This design comes from an exercise in tuning for small area on the open sky130 flow, not from production work.
The RTL was checked by simulation tests, not by an equivalence proof against the original design.
Power and IR drop assume default switching activity.

### config.mk
export PLATFORM = sky130hd
export DESIGN_NAME = clock_face_top
export DESIGN_NICKNAME = clock_face_top
export VERILOG_FILES = /design/flow/design.v
export SDC_FILE = /design/flow/constraint.sdc
export NUM_CORES = 4
export LEC_CHECK = 0
export ABC_AREA = 1
export CAP_MARGIN = 0
export CORE_MARGIN = 2
export CORE_UTILIZATION = 62
export CTS_BUF_LIST = sky130_fd_sc_hd__clkbuf_4 sky130_fd_sc_hd__clkbuf_8
export CTS_CLUSTER_DIAMETER = 60
export CTS_CLUSTER_SIZE = 20
export GPL_TIMING_DRIVEN = 0
export SLEW_MARGIN = 0
### constraint.sdc
create_clock -name core_clock -period 39.7 [get_ports {vgaclk}]
set_input_delay 7.9400 -clock core_clock [delete_from_list [all_inputs] [get_ports {vgaclk}]]
set_output_delay 7.9400 -clock core_clock [all_outputs]
set_load 0.01 [all_outputs]
### design.v
package clock_face_pkg;
  typedef logic [9:0]          coord_t;   
  typedef logic [5:0]          tick_t;    
  typedef logic signed [17:0]  trig_t;    
  typedef logic [23:0]         rgb_t;     
  typedef struct packed {
    logic [4:0] hour;     
    logic [5:0] minute;
    logic [5:0] second;
  } clock_time_t;
  typedef struct packed {
    coord_t x;
    coord_t y;
  } pixel_pos_t;
  typedef struct packed {
    logic hsync;     
    logic vsync;     
    logic visible;   
  } sync_t;
  typedef struct packed {
    coord_t x;       
    coord_t y;
    coord_t len;     
    coord_t wid;     
  } hand_geom_t;
  typedef enum logic [1:0] {HAND_SECOND, HAND_MINUTE, HAND_HOUR} hand_id_t;
  localparam int SECOND_X = 270, SECOND_Y = 238, SECOND_LEN = 200, SECOND_WID = 4;
  localparam int MINUTE_X = 280, MINUTE_Y = 237, MINUTE_LEN = 200, MINUTE_WID = 6;
  localparam int HOUR_X   = 280, HOUR_Y   = 236, HOUR_LEN   = 150, HOUR_WID   = 8;
endpackage
module vga_timing (
  input  logic       vgaclk,
  input  logic       rst_n,
  output logic [9:0] hc,
  output logic       vneg,      
  output logic [8:0] vmag,      
  output logic       hsync_n,
  output logic       vsync_n,
  output logic       visible
);
  logic late;
  logic hvis, vvis;
  always_ff @(posedge vgaclk or negedge rst_n)
  begin
    if (!rst_n)
    begin
      hc <= 10'd582;              
      vneg <= 1'b1;               
      vmag <= 9'd277;
    end
    else
    begin
      hc <= (hc == 10'd799) ? 10'd0 : hc + 10'd1;
      if (hc == 10'd479)
      begin
        if (!vneg)
        begin
          if (vmag == 9'd247)
          begin
            vneg <= 1'b1;
            vmag <= 9'd277;
          end
          else
            vmag <= vmag + 9'd1;
        end
        else
        begin
          if (vmag == 9'd1)
            vneg <= 1'b0;
          vmag <= vmag - 9'd1;
        end
      end
    end
  end
  always_comb
  begin
    late    = (hc >= 10'd480) && (hc < 10'd584);
    hsync_n = !((hc >= 10'd592) && (hc < 10'd688));
    if (late)
      vsync_n = !(vneg && ((vmag == 9'd274) || (vmag == 9'd273)));
    else
      vsync_n = !(vneg && ((vmag == 9'd275) || (vmag == 9'd274)));
    hvis    = (hc >= 10'd736) || (hc < 10'd576);
    vvis    = (vmag <= 9'd239) || ((vmag == 9'd240) && (late ^ vneg));
    visible = hvis && vvis;
  end
endmodule
module hand_angle (
  input  logic        vgaclk,
  input  logic [16:0] now,         
  input  logic        sample,
  output logic [5:0]  tick_second,
  output logic [5:0]  tick_minute,
  output logic [5:0]  tick_hour
);
  logic [16:0] now_q;
  logic [3:0]  hour12;
  logic [5:0]  hour5;
  logic [2:0]  min12;
  always_ff @(posedge vgaclk)
    if (sample)
      now_q <= now;
  always_comb
  begin
    hour12      = (now_q[16:12] >= 5'd12) ? 4'(now_q[16:12] - 5'd12) : now_q[15:12];
    hour5       = {hour12, 2'b00} + {2'b00, hour12};
    min12       = (now_q[11:6] >= 6'd48) ? 3'd4 :
                  (now_q[11:6] >= 6'd36) ? 3'd3 :
                  (now_q[11:6] >= 6'd24) ? 3'd2 :
                  (now_q[11:6] >= 6'd12) ? 3'd1 : 3'd0;
    tick_second = now_q[5:0];
    tick_minute = now_q[11:6];
    tick_hour   = hour5 + 6'(min12);
  end
endmodule
module hand_raster (
  input  logic       vgaclk,
  input  logic [9:0] hc,
  input  logic [7:0] ady,       
  input  logic       dyneg,     
  input  logic [5:0] tick_second,
  input  logic [5:0] tick_minute,
  input  logic [5:0] tick_hour,
  output logic       hit_second,
  output logic       hit_minute,
  output logic       hit_hour
);
  function automatic logic [16:0] quarter_sin(input logic [3:0] k);
    case (k)
      4'd0:  quarter_sin = 17'd0;
      4'd1:  quarter_sin = 17'd6850;
      4'd2:  quarter_sin = 17'd13626;
      4'd3:  quarter_sin = 17'd20252;
      4'd4:  quarter_sin = 17'd26656;
      4'd5:  quarter_sin = 17'd32768;
      4'd6:  quarter_sin = 17'd38521;
      4'd7:  quarter_sin = 17'd43852;
      4'd8:  quarter_sin = 17'd48702;
      4'd9:  quarter_sin = 17'd53020;
      4'd10: quarter_sin = 17'd56756;
      4'd11: quarter_sin = 17'd59870;
      4'd12: quarter_sin = 17'd62329;
      4'd13: quarter_sin = 17'd64104;
      4'd14: quarter_sin = 17'd65177;
      default: quarter_sin = 17'd65536;
    endcase
  endfunction
  function automatic logic gt9(input logic [8:0] a, input logic [8:0] b);
    logic g;
    g = 1'b0;
    for (int i = 0; i < 9; i++)
      g = (a[i] & ~b[i]) | ((a[i] | ~b[i]) & g);
    gt9 = g;
  endfunction
  function automatic logic [17:0] add18(input logic [17:0] a, input logic [17:0] b, input logic ci);
    logic c;
    c = ci;
    for (int i = 0; i < 18; i++)
    begin
      add18[i] = a[i] ^ b[i] ^ c;
      c        = (a[i] & b[i]) | (a[i] & c) | (b[i] & c);
    end
  endfunction
  logic [4:0]  sl, st;
  logic        active, axis_x, which_x2;
  logic [1:0]  hand;            
  logic [5:0]  tick;
  logic        use_o;
  logic        use15, kneg;
  logic [1:0]  quad;
  logic [3:0]  place;
  logic [3:0]  k;
  logic [16:0] mag;
  logic        o_neg, a_nonneg;
  logic        dybit;
  logic [7:0]  kmag;
  logic [16:0] op_mag;
  logic        op_neg;
  logic        clr, right, div_step;
  logic [26:0] a_in;
  logic [17:0] sum_hi;
  logic [26:0] sum;
  logic        qbit;
  logic [26:0] r;               
  logic        negf;            
  logic [8:0]  res, resx;
  logic        is_lower, wr, we_lo, we_hi, sh_lo, sh_hi;
  logic [8:0]  lo0, lo1, lo2, hi0, hi1, hi2;
  always_comb
  begin
    sl = hc[9:5];
    st = hc[4:0];
    active = (sl >= 5'd15) || (sl <= 5'd1);
    case (sl)
      5'd15:   {hand, axis_x, which_x2} = {2'd0, 1'b1, 1'b0};
      5'd16:   {hand, axis_x, which_x2} = {2'd0, 1'b1, 1'b1};
      5'd17:   {hand, axis_x, which_x2} = {2'd0, 1'b0, 1'b0};
      5'd18:   {hand, axis_x, which_x2} = {2'd0, 1'b0, 1'b1};
      5'd19:   {hand, axis_x, which_x2} = {2'd1, 1'b1, 1'b0};
      5'd20:   {hand, axis_x, which_x2} = {2'd1, 1'b1, 1'b1};
      5'd21:   {hand, axis_x, which_x2} = {2'd1, 1'b0, 1'b0};
      5'd22:   {hand, axis_x, which_x2} = {2'd1, 1'b0, 1'b1};
      5'd23:   {hand, axis_x, which_x2} = {2'd2, 1'b1, 1'b0};
      5'd24:   {hand, axis_x, which_x2} = {2'd2, 1'b1, 1'b1};
      5'd0:    {hand, axis_x, which_x2} = {2'd2, 1'b0, 1'b0};
      default: {hand, axis_x, which_x2} = {2'd2, 1'b0, 1'b1};
    endcase
    case (hand)
      2'd0:    tick = tick_hour;
      2'd1:    tick = tick_minute;
      default: tick = tick_second;
    endcase
    quad     = (tick >= 6'd45) ? 2'd3 : (tick >= 6'd30) ? 2'd2 :
               (tick >= 6'd15) ? 2'd1 : 2'd0;
    place    = tick[3:0] + 4'(quad);
    use_o    = (st <= 5'd7);
    use15    = !(axis_x ^ use_o);
    kneg     = quad[1] ^ (quad[0] & use15);
    k        = place ^ {4{quad[0] ^ use15}};
    mag      = quarter_sin(k);
    o_neg    = kneg ^ axis_x;
    a_nonneg = !kneg;
    case ({hand, axis_x, which_x2})
      4'b0010: kmag = 8'd111;    
      4'b0011: kmag = 8'd40;
      4'b0000: kmag = 8'd5;      
      4'b0001: kmag = 8'd4;
      4'b0110: kmag = 8'd161;    
      4'b0111: kmag = 8'd40;
      4'b0100: kmag = 8'd4;      
      4'b0101: kmag = 8'd3;
      4'b1010: kmag = 8'd151;    
      4'b1011: kmag = 8'd50;
      4'b1000: kmag = 8'd3;      
      default: kmag = 8'd2;
    endcase
    dybit    = ady[st[2:0]];
    clr      = (st == 5'd0);
    div_step = (st >= 5'd11);
    right    = (st <= 5'd8) || (st == 5'd10);
    if (st <= 5'd7)
    begin
      op_mag = dybit ? mag : 17'd0;
      op_neg = dybit & (o_neg ^ dyneg);
    end
    else if (st == 5'd8)
    begin
      op_mag = mag;
      op_neg = 1'b0;
    end
    else if (st == 5'd9)
    begin
      op_mag = {2'd0, kmag, 7'd0};
      op_neg = !which_x2;
    end
    else if (st == 5'd10)
    begin
      op_mag = 17'd0;
      op_neg = 1'b0;
    end
    else
    begin
      op_mag = mag;
      op_neg = (st == 5'd11) | r[0];
    end
    a_in   = clr ? 27'd0 : r;
    sum_hi = add18(a_in[26:9], {1'b0, op_mag} ^ {18{op_neg}}, op_neg);
    sum    = {sum_hi, a_in[8:0]};
    qbit   = div_step & !sum[26];
  end
  always_ff @(posedge vgaclk)
  begin
    if (right)
      r <= {sum[26], sum[26:1]};
    else
      r <= {sum[25:0], qbit};
    if (st == 5'd11)
      negf <= r[26];
  end
  always_comb
  begin
    res      = negf ? 9'd0 : (r[9] ? 9'h1ff : r[8:0]);
    resx     = res ^ {9{a_nonneg}};
    is_lower = a_nonneg ? which_x2 : !which_x2;
    wr       = active && (st == 5'd21);
    we_lo    = wr && is_lower && (axis_x || gt9(resx, lo0));
    we_hi    = wr && !is_lower && (axis_x || gt9(hi0, resx));
    sh_lo    = wr && is_lower && axis_x;
    sh_hi    = wr && !is_lower && axis_x;
  end
  always_ff @(posedge vgaclk)
  begin
    if (we_lo) lo0 <= resx;
    if (sh_lo) begin lo1 <= lo0; lo2 <= lo1; end
    if (we_hi) hi0 <= resx;
    if (sh_hi) begin hi1 <= hi0; hi2 <= hi1; end
  end
  always_comb
  begin
    hit_hour   = !active && gt9(hc[8:0], lo2) && !gt9(hc[8:0], hi2);
    hit_minute = !active && gt9(hc[8:0], lo1) && !gt9(hc[8:0], hi1);
    hit_second = !active && gt9(hc[8:0], lo0) && !gt9(hc[8:0], hi0);
  end
endmodule
module face_composer (
  input  logic        hsync_n,
  input  logic        vsync_n,
  input  logic        visible,
  input  logic [9:0]  hc,
  input  logic [7:0]  ady,       
  input  logic        hit_second,
  input  logic        hit_minute,
  input  logic        hit_hour,
  output logic        hsync,
  output logic        vsync,
  output logic        sync_b,
  output logic [23:0] rgb
);
  logic [7:0] r;
  logic       off;
  logic [7:0] m;
  logic       dial;
  logic       red, green, blue;
  function automatic logic [7:0] dial_run(input logic [7:0] a);
    case (a)
      8'd0: dial_run = 8'd199;
      8'd1: dial_run = 8'd199;
      8'd2: dial_run = 8'd199;
      8'd3: dial_run = 8'd199;
      8'd4: dial_run = 8'd199;
      8'd5: dial_run = 8'd199;
      8'd6: dial_run = 8'd199;
      8'd7: dial_run = 8'd199;
      8'd8: dial_run = 8'd199;
      8'd9: dial_run = 8'd199;
      8'd10: dial_run = 8'd199;
      8'd11: dial_run = 8'd199;
      8'd12: dial_run = 8'd199;
      8'd13: dial_run = 8'd199;
      8'd14: dial_run = 8'd199;
      8'd15: dial_run = 8'd199;
      8'd16: dial_run = 8'd199;
      8'd17: dial_run = 8'd199;
      8'd18: dial_run = 8'd199;
      8'd19: dial_run = 8'd199;
      8'd20: dial_run = 8'd198;
      8'd21: dial_run = 8'd198;
      8'd22: dial_run = 8'd198;
      8'd23: dial_run = 8'd198;
      8'd24: dial_run = 8'd198;
      8'd25: dial_run = 8'd198;
      8'd26: dial_run = 8'd198;
      8'd27: dial_run = 8'd198;
      8'd28: dial_run = 8'd198;
      8'd29: dial_run = 8'd197;
      8'd30: dial_run = 8'd197;
      8'd31: dial_run = 8'd197;
      8'd32: dial_run = 8'd197;
      8'd33: dial_run = 8'd197;
      8'd34: dial_run = 8'd197;
      8'd35: dial_run = 8'd196;
      8'd36: dial_run = 8'd196;
      8'd37: dial_run = 8'd196;
      8'd38: dial_run = 8'd196;
      8'd39: dial_run = 8'd196;
      8'd40: dial_run = 8'd195;
      8'd41: dial_run = 8'd195;
      8'd42: dial_run = 8'd195;
      8'd43: dial_run = 8'd195;
      8'd44: dial_run = 8'd195;
      8'd45: dial_run = 8'd194;
      8'd46: dial_run = 8'd194;
      8'd47: dial_run = 8'd194;
      8'd48: dial_run = 8'd194;
      8'd49: dial_run = 8'd193;
      8'd50: dial_run = 8'd193;
      8'd51: dial_run = 8'd193;
      8'd52: dial_run = 8'd193;
      8'd53: dial_run = 8'd192;
      8'd54: dial_run = 8'd192;
      8'd55: dial_run = 8'd192;
      8'd56: dial_run = 8'd191;
      8'd57: dial_run = 8'd191;
      8'd58: dial_run = 8'd191;
      8'd59: dial_run = 8'd191;
      8'd60: dial_run = 8'd190;
      8'd61: dial_run = 8'd190;
      8'd62: dial_run = 8'd190;
      8'd63: dial_run = 8'd189;
      8'd64: dial_run = 8'd189;
      8'd65: dial_run = 8'd189;
      8'd66: dial_run = 8'd188;
      8'd67: dial_run = 8'd188;
      8'd68: dial_run = 8'd188;
      8'd69: dial_run = 8'd187;
      8'd70: dial_run = 8'd187;
      8'd71: dial_run = 8'd186;
      8'd72: dial_run = 8'd186;
      8'd73: dial_run = 8'd186;
      8'd74: dial_run = 8'd185;
      8'd75: dial_run = 8'd185;
      8'd76: dial_run = 8'd184;
      8'd77: dial_run = 8'd184;
      8'd78: dial_run = 8'd184;
      8'd79: dial_run = 8'd183;
      8'd80: dial_run = 8'd183;
      8'd81: dial_run = 8'd182;
      8'd82: dial_run = 8'd182;
      8'd83: dial_run = 8'd181;
      8'd84: dial_run = 8'd181;
      8'd85: dial_run = 8'd181;
      8'd86: dial_run = 8'd180;
      8'd87: dial_run = 8'd180;
      8'd88: dial_run = 8'd179;
      8'd89: dial_run = 8'd179;
      8'd90: dial_run = 8'd178;
      8'd91: dial_run = 8'd178;
      8'd92: dial_run = 8'd177;
      8'd93: dial_run = 8'd177;
      8'd94: dial_run = 8'd176;
      8'd95: dial_run = 8'd175;
      8'd96: dial_run = 8'd175;
      8'd97: dial_run = 8'd174;
      8'd98: dial_run = 8'd174;
      8'd99: dial_run = 8'd173;
      8'd100: dial_run = 8'd173;
      8'd101: dial_run = 8'd172;
      8'd102: dial_run = 8'd172;
      8'd103: dial_run = 8'd171;
      8'd104: dial_run = 8'd170;
      8'd105: dial_run = 8'd170;
      8'd106: dial_run = 8'd169;
      8'd107: dial_run = 8'd168;
      8'd108: dial_run = 8'd168;
      8'd109: dial_run = 8'd167;
      8'd110: dial_run = 8'd167;
      8'd111: dial_run = 8'd166;
      8'd112: dial_run = 8'd165;
      8'd113: dial_run = 8'd165;
      8'd114: dial_run = 8'd164;
      8'd115: dial_run = 8'd163;
      8'd116: dial_run = 8'd162;
      8'd117: dial_run = 8'd162;
      8'd118: dial_run = 8'd161;
      8'd119: dial_run = 8'd160;
      8'd120: dial_run = 8'd159;
      8'd121: dial_run = 8'd159;
      8'd122: dial_run = 8'd158;
      8'd123: dial_run = 8'd157;
      8'd124: dial_run = 8'd156;
      8'd125: dial_run = 8'd156;
      8'd126: dial_run = 8'd155;
      8'd127: dial_run = 8'd154;
      8'd128: dial_run = 8'd153;
      8'd129: dial_run = 8'd152;
      8'd130: dial_run = 8'd151;
      8'd131: dial_run = 8'd151;
      8'd132: dial_run = 8'd150;
      8'd133: dial_run = 8'd149;
      8'd134: dial_run = 8'd148;
      8'd135: dial_run = 8'd147;
      8'd136: dial_run = 8'd146;
      8'd137: dial_run = 8'd145;
      8'd138: dial_run = 8'd144;
      8'd139: dial_run = 8'd143;
      8'd140: dial_run = 8'd142;
      8'd141: dial_run = 8'd141;
      8'd142: dial_run = 8'd140;
      8'd143: dial_run = 8'd139;
      8'd144: dial_run = 8'd138;
      8'd145: dial_run = 8'd137;
      8'd146: dial_run = 8'd136;
      8'd147: dial_run = 8'd135;
      8'd148: dial_run = 8'd134;
      8'd149: dial_run = 8'd133;
      8'd150: dial_run = 8'd132;
      8'd151: dial_run = 8'd131;
      8'd152: dial_run = 8'd129;
      8'd153: dial_run = 8'd128;
      8'd154: dial_run = 8'd127;
      8'd155: dial_run = 8'd126;
      8'd156: dial_run = 8'd125;
      8'd157: dial_run = 8'd123;
      8'd158: dial_run = 8'd122;
      8'd159: dial_run = 8'd121;
      8'd160: dial_run = 8'd119;
      8'd161: dial_run = 8'd118;
      8'd162: dial_run = 8'd117;
      8'd163: dial_run = 8'd115;
      8'd164: dial_run = 8'd114;
      8'd165: dial_run = 8'd113;
      8'd166: dial_run = 8'd111;
      8'd167: dial_run = 8'd110;
      8'd168: dial_run = 8'd108;
      8'd169: dial_run = 8'd106;
      8'd170: dial_run = 8'd105;
      8'd171: dial_run = 8'd103;
      8'd172: dial_run = 8'd102;
      8'd173: dial_run = 8'd100;
      8'd174: dial_run = 8'd98;
      8'd175: dial_run = 8'd96;
      8'd176: dial_run = 8'd94;
      8'd177: dial_run = 8'd93;
      8'd178: dial_run = 8'd91;
      8'd179: dial_run = 8'd89;
      8'd180: dial_run = 8'd87;
      8'd181: dial_run = 8'd85;
      8'd182: dial_run = 8'd82;
      8'd183: dial_run = 8'd80;
      8'd184: dial_run = 8'd78;
      8'd185: dial_run = 8'd75;
      8'd186: dial_run = 8'd73;
      8'd187: dial_run = 8'd70;
      8'd188: dial_run = 8'd68;
      8'd189: dial_run = 8'd65;
      8'd190: dial_run = 8'd62;
      8'd191: dial_run = 8'd59;
      8'd192: dial_run = 8'd55;
      8'd193: dial_run = 8'd52;
      8'd194: dial_run = 8'd48;
      8'd195: dial_run = 8'd44;
      8'd196: dial_run = 8'd39;
      8'd197: dial_run = 8'd34;
      8'd198: dial_run = 8'd28;
      8'd199: dial_run = 8'd19;
      default: dial_run = 8'd0;
    endcase
  endfunction
  function automatic logic cmp8(input logic [7:0] a, input logic [7:0] b, input logic ge);
    logic g;
    g = ge;
    for (int i = 0; i < 8; i++)
      g = (a[i] & ~b[i]) | ((a[i] | ~b[i]) & g);
    cmp8 = g;
  endfunction
  always_comb
  begin
    r    = dial_run(ady);
    off  = (ady >= 8'd200);
    m    = hc[8] ? hc[7:0] : ~hc[7:0];
    dial = !hc[9] && !off && cmp8(r, m, hc[8]);
    red   = visible && (hit_second || (!hit_minute && !hit_hour && dial));
    green = visible && !hit_second && !hit_minute && (hit_hour || dial);
    blue  = visible && !hit_second && (hit_minute || (!hit_hour && dial));
    hsync  = hsync_n;
    vsync  = vsync_n;
    sync_b = hsync_n | vsync_n;
    rgb    = {{8{red}}, {8{green}}, {8{blue}}};
  end
endmodule
module clock_face_top (
  input  logic        vgaclk,
  input  logic        rst_n,
  input  logic [16:0] now,      
  output logic        hsync,
  output logic        vsync,
  output logic        sync_b,
  output logic [23:0] rgb       
);
  logic [9:0] hc;
  logic       vneg;
  logic [8:0] vmag;
  logic [7:0] ady;
  logic       hsync_n, vsync_n, visible;
  logic [5:0] tick_second, tick_minute, tick_hour;
  logic       hit_second, hit_minute, hit_hour;
  vga_timing i_vga_timing (
    .vgaclk  (vgaclk),
    .rst_n   (rst_n),
    .hc      (hc),
    .vneg    (vneg),
    .vmag    (vmag),
    .hsync_n (hsync_n),
    .vsync_n (vsync_n),
    .visible (visible)
  );
  assign ady = vmag[7:0];
  hand_angle i_hand_angle (
    .vgaclk      (vgaclk),
    .now         (now),
    .sample      (!vsync_n),
    .tick_second (tick_second),
    .tick_minute (tick_minute),
    .tick_hour   (tick_hour)
  );
  hand_raster i_hand_raster (
    .vgaclk      (vgaclk),
    .hc          (hc),
    .ady         (ady),
    .dyneg       (vneg),
    .tick_second (tick_second),
    .tick_minute (tick_minute),
    .tick_hour   (tick_hour),
    .hit_second  (hit_second),
    .hit_minute  (hit_minute),
    .hit_hour    (hit_hour)
  );
  face_composer i_face_composer (
    .hsync_n    (hsync_n),
    .vsync_n    (vsync_n),
    .visible    (visible),
    .hc         (hc),
    .ady        (ady),
    .hit_second (hit_second),
    .hit_minute (hit_minute),
    .hit_hour   (hit_hour),
    .hsync      (hsync),
    .vsync      (vsync),
    .sync_b     (sync_b),
    .rgb        (rgb)
  );
endmodule
### flow/run.sh
#!/bin/bash
# Own flow: the standard layout (standard.sh) with these changes:
#  - synthesis maps the logic with ABC alone: no Yosys full/half adder
#    extraction (ADDER_MAP_FILE empty) and an area-oriented ABC script
#    (flow/abc_area.script); register inference, names and cell types are
#    those of the standard synthesis
#  - the port buffers are the smallest buffer (buf_1)
#  - clock tree synthesis without dummy loads
#  - synthesis' pass-through buffers removed before placement (flow/pre_gpl.tcl)
set -euo pipefail
W=$PWD
rm -rf "$W/scripts_own"
mkdir -p "$W/scripts_own"
cp -r "$FLOW_HOME/scripts/." "$W/scripts_own/"
cp "$W/flow/abc_area.script" "$W/scripts_own/abc_area.script"
cp "$W/flow/abc_area.script" "$W/scripts_own/abc_speed.script"
# standard.sh's make line, run for the synthesis step with the two changes
MK=$(grep '^make ' "$W/standard.sh" | sed 's/"\${@:-finish}"//')
eval "$MK ADDER_MAP_FILE= SCRIPTS_DIR=$W/scripts_own synth" > "$W/synth_own.log" 2>&1
# everything after synthesis as standard, but for the port buffer cell and
# the clock tree options
export PRE_GLOBAL_PLACE_TCL="$W/flow/pre_gpl.tcl"
export BUFFER_PORTS_ARGS="-buffer_cell sky130_fd_sc_hd__buf_1"
export CTS_ARGS="-sink_clustering_enable -repair_clock_nets -sink_clustering_size 20 -sink_clustering_max_diameter 60 -buf_list sky130_fd_sc_hd__clkbuf_8 -dont_use_dummy_load"
bash "$W/standard.sh" finish > "$W/layout_std.log" 2>&1
### flow/abc_area.script
&get -n
&st
&deepsyn -T 60
&dch -f
&nf -R 1000
&put
mfs2
&get -n
&st
&dch -f
&nf -R 1000
&put
topo
### flow/pre_gpl.tcl
# before global placement: drop the buffers synthesis put on pass-through
# nets (the port buffers inserted next replace them), as the standard flow
# does when its placement is timing driven
remove_buffers
### standard.sh
#!/bin/bash
# synth_recipe.tcl (not shown) runs the flow's synth.tcl, then flattens the netlist and writes it again
# the make line also repeats each setting of config.mk as NAME=value (left out here)
make -C /OpenROAD-flow-scripts/flow DESIGN_CONFIG=/design/flow/config.mk WORK_HOME=/design/flow/orfs CLKGATE_MAP_FILE= SYNTH_SCRIPT=/design/flow/synth_recipe.tcl "${@:-finish}"
==> results_dict.tcl <==
set metrics [dict create \
    status "timing/DRC/antenna clean" \
    cts.repair.resized 0 \
    critPathLaunchType "flop" \
    reg2reg_depth 61 \
    hp-start "i_hand_raster.lo1[0]" \
    seq_power_share_pct 62.4 \
    syn_area_per_cell_um2 8.64 \
    post_cts_buffers 0 \
    hold_buffers 0 \
    wire_per_inst_um 17.1 \
    ys.flop_type "edfxtp_1" \
    port_buffers 45 \
    min_period_ns 13.36 \
    synth_edf_count 72 \
    clock_path_buffers 2 \
    switching_share_pct 19.5 \
    p_clk_share_pct 37.1 \
    timing.final.crit_share_pct 33.7 \
    internal_power_uw 168 \
    min_to "i_hand_raster.lo2[0]" \
    routed_via_density 6.25 \
    endpoint_kind "output port" \
    rsz0062_at_grt "false" \
    hold_path_class "reg -> reg" \
    antenna_cells 0 \
    critical_path.max_fanout 13 \
    antenna_left 0 \
    num_vias 6991 \
    antenna_found_initial 0 \
    r2r_slack_ns 26.70 \
    fin_skew_ns 0.0344 \
    overflow 0 \
    grt_first_pass_wirelength_mm 30.9 \
    place_area_mm2 0.00805 \
    drv_slew 0 \
    async_flop_share_pct 16.8 \
    ios 46 \
    final-hold-violation-count 0 \
    synthTopCellsByArea "edfxtp_1 (28%), dfxtp_1 (6.9%), a21oi_1 (6.1%), xnor2_1 (5.5%), nor2_1 (4.8%)" \
    final_cell_area_mm2 0.00829 \
    finalWirelength_mm 19.2 \
    yosys_warnings 4 \
    crit_path_cell_trace "clkinv_1, o22ai_1, o21ai_0, maj3_1, maj3_1, maj3_1, maj3_1, maj3_1, maj3_1, o21ai_0, nor3b_1, a31oi_1, nor3_1, buf_1" \
    power_frac_comb_pct 0.5 \
    max_cap_violations 0 \
    synthesis.area_mm2 0.00782 \
    syn_inst 905 \
    drive_gt1_share_pct 3.59 \
    place.gp.congestion 0.976 \
    p_leak_nw 2.84 \
    drc_errors 0 \
    worst_pin_slew_ns 1.25 \
    p_sw_uw 40.6 \
    max_stage_delay_ns 0.72 \
    die_h_um 116 \
    clkSinkCount 119 \
    fin_hold_ws_ns 0.446 \
    rr_endpoint "i_hand_raster.r[25]" \
    syn_nets 924 \
    hold_depth 0 \
    grt_pass1_vias 6359 \
    fmax_mhz 74.9 \
    finalWorstSetupSlack_ns 26.34 \
    initial_core_util_pct 62.8 \
    critical_path.top_delay_family "adder cells" \
    die-area_mm2 0.0135 \
    dr.pass1.iters 5 \
    final_cell_mix "nand2_1 (99), nor2_1 (99), a21oi_1 (95), edfxtp_1 (72), o21ai_0 (59)" \
    slowest_stage "dfstp_2" \
    r2r-start "i_hand_angle.now_q[11]" \
    rows 41 \
    die_w_um 116 \
    syn_to_final_growth_pct 6.00 \
    crit_buf_inv 2 \
    clk_pin_slew_ns 0.07 \
    crit_arrival_ns 5.42 \
    final_nets 967 \
    crit_top_cell "maj3_1" \
    relSlewSlack_pct 16.5 \
    dpl.hpwl_mm 14.0 \
    powerDensity_mw_per_mm2 25.2 \
    track_usage_pct 29.2 \
    cts_root_buf "clkbuf_8" \
    ys_seq_area_share_pct 41.1 \
    clock_latency_ns 0.45 \
    h-tree-depth 4 \
    cts_made_buffers 17 \
    synth_largest_area_cell "edfxtp_1" \
    post-place-ws_ns 26.50 \
    worstSetupPathType "reg -> out" \
    total_power_uw 209 \
    ir_drop_mv 0.0250 \
    drtIter0Drc 596 \
    core-area_mm2 0.0125 \
    grt_max_degree 41 \
    synth.top_cell.area_share_pct 27.6 \
    setup_viol 0 \
    ys_ff_latch 119 \
    ys_types 51 \
    cp.required_ns 31.76 \
    cts_tree "built" \
    finalSetupTns_ns 0 \
]
through the flow:
| step | util [%] | instances |
|---|---|---|
| final | 66.5 | 1118 |
| after global routing | 66.5 | 1118 |
| after CTS | 66.4 | 1117 |
| after detailed placement | 64.5 | 1100 |
| after global placement | 64.4 | 1098 |
| after floorplan | - | 905 |
per-layer routing:
| metal | GRT usage, % | up-vias | share of wire [%] |
|---|---|---|---|
| li1 | - | 3398 | - |
| met1 | 39.4 | 3265 | 44 |
| met2 | 47.4 | 292 | 47 |
| met3 | 6.12 | 36 | 7.2 |
| met4 | 9.60 | 0 | 2.2 |
| met5 | 0 | - | 0 |
synth_stat cells, types with 3 or more instances:
| master | number |
|---|---|
| a31oi_1 | 16 |
| or3_1 | 4 |
| nand3_1 | 30 |
| o311ai_0 | 3 |
| nor2b_1 | 13 |
| and2_0 | 5 |
| and3_1 | 8 |
| buf_4 | 24 |
| dfrtp_1 | 11 |
| or2_0 | 11 |
| mux2i_1 | 7 |
| o31ai_1 | 5 |
| o221ai_1 | 7 |
| xor2_1 | 27 |
| maj3_1 | 34 |
| edfxtp_1 | 72 |
| nand2b_1 | 20 |
| a211oi_1 | 5 |
| o211ai_1 | 5 |
| a22o_1 | 9 |
| xnor2_1 | 49 |
| clkinv_1 | 40 |
| nor2_1 | 101 |
| nor4_1 | 5 |
| o21a_1 | 3 |
| nor3b_1 | 3 |
| a21oi_1 | 95 |
| o22ai_1 | 26 |
| a221oi_1 | 6 |
| nand4_1 | 5 |
| nand2_1 | 99 |
| a22oi_1 | 9 |
| a21o_1 | 6 |
| dfstp_2 | 9 |
| o21ai_0 | 59 |
| dfxtp_1 | 27 |
| nor3_1 | 27 |
power groups by stage:
stage	combinational (mW)	sequential [mW]	clock, mW
6_report	0.000955	0.130	0.0775
5_1_grt	0.00117	0.130	0.0836
4_1_cts	0.000998	0.130	0.0786
3_5_place_dp	0.00100	0.133	0
3_3_place_gp	0.000919	0.133	0
2_1_floorplan	0.00000167	0.133	0
registers in the layout, indices dropped and copies added (netlist names):
signal,flops
i_hand_raster.lo2,9
i_hand_raster.hi2,9
i_hand_raster.r,27
i_hand_raster.hi0,9
i_hand_raster.lo1,9
i_hand_raster.hi1,9
i_vga_timing.hc,10
i_hand_raster.negf,1
i_vga_timing.vneg,1
i_hand_angle.now_q,17
i_hand_raster.lo0,9
i_vga_timing.vmag,9
final cells by class:
class	instances	area, um2
multi-input combinational	722	4290
fill	1063	4170
tap	172	215
timing repair buffer	48	189
clock buffer	17	234
inverter	40	150
sequential	119	3210
worst max path at each step:
stage                                start                   to  depth (start not counted)
floorplan               i_vga_timing.hc[8]               sync_b                          9
global placement        i_vga_timing.hc[8]               sync_b                         10
detailed placement  i_hand_angle.now_q[11]  i_hand_raster.r[25]                         63
CTS                     i_vga_timing.hc[1]              rgb[21]                         14
global route        i_hand_angle.now_q[11]  i_hand_raster.r[25]                         61
finish                  i_vga_timing.hc[1]              rgb[21]                         14
kinds of logic (layout without fill, tap and decap cells):
family | after synthesis | after routing | synth area share (%)
compound gates | 268 | 268 | 20.7
fa+ha+maj | 34 | 34 | 4.35
flops | 119 | 119 | 41.1
mux | 9 | 9 | 1.47
simple gates | 335 | 335 | 19.6
buf+inv | 64 | 105 | 4.22
xor+xnor | 76 | 76 | 8.51

separate check: timing with driven ports:
The flow's constraints put no driver on any port. The routed layout listed below was extracted and timed again, unchanged, in two steps. Step 1 sets driving cells, clkbuf_16 on the clock port and buf_2 on the other inputs (assumed; they add their load-dependent delay and slew). Step 2 adds t to the input delays and takes it off the output delays; t is the mean of the earliest and latest rising clock arrival at the registers after step 1. Input paths then give back, and output paths get back, about the clock's delay inside the block. Three values: ideal, step 1, step 2; two values: the first two.
t, ns: 0.471
setup WS [ns]: 26.340 / 26.301 / 26.703
worst setup path at the end: register to register
clock arrival spread, ns: 0.034 / 0.034
After both steps setup and hold are still met in this run. For this run, drivers alone change the setup slack by -0.039 ns; drivers and shift together by +0.363 ns.
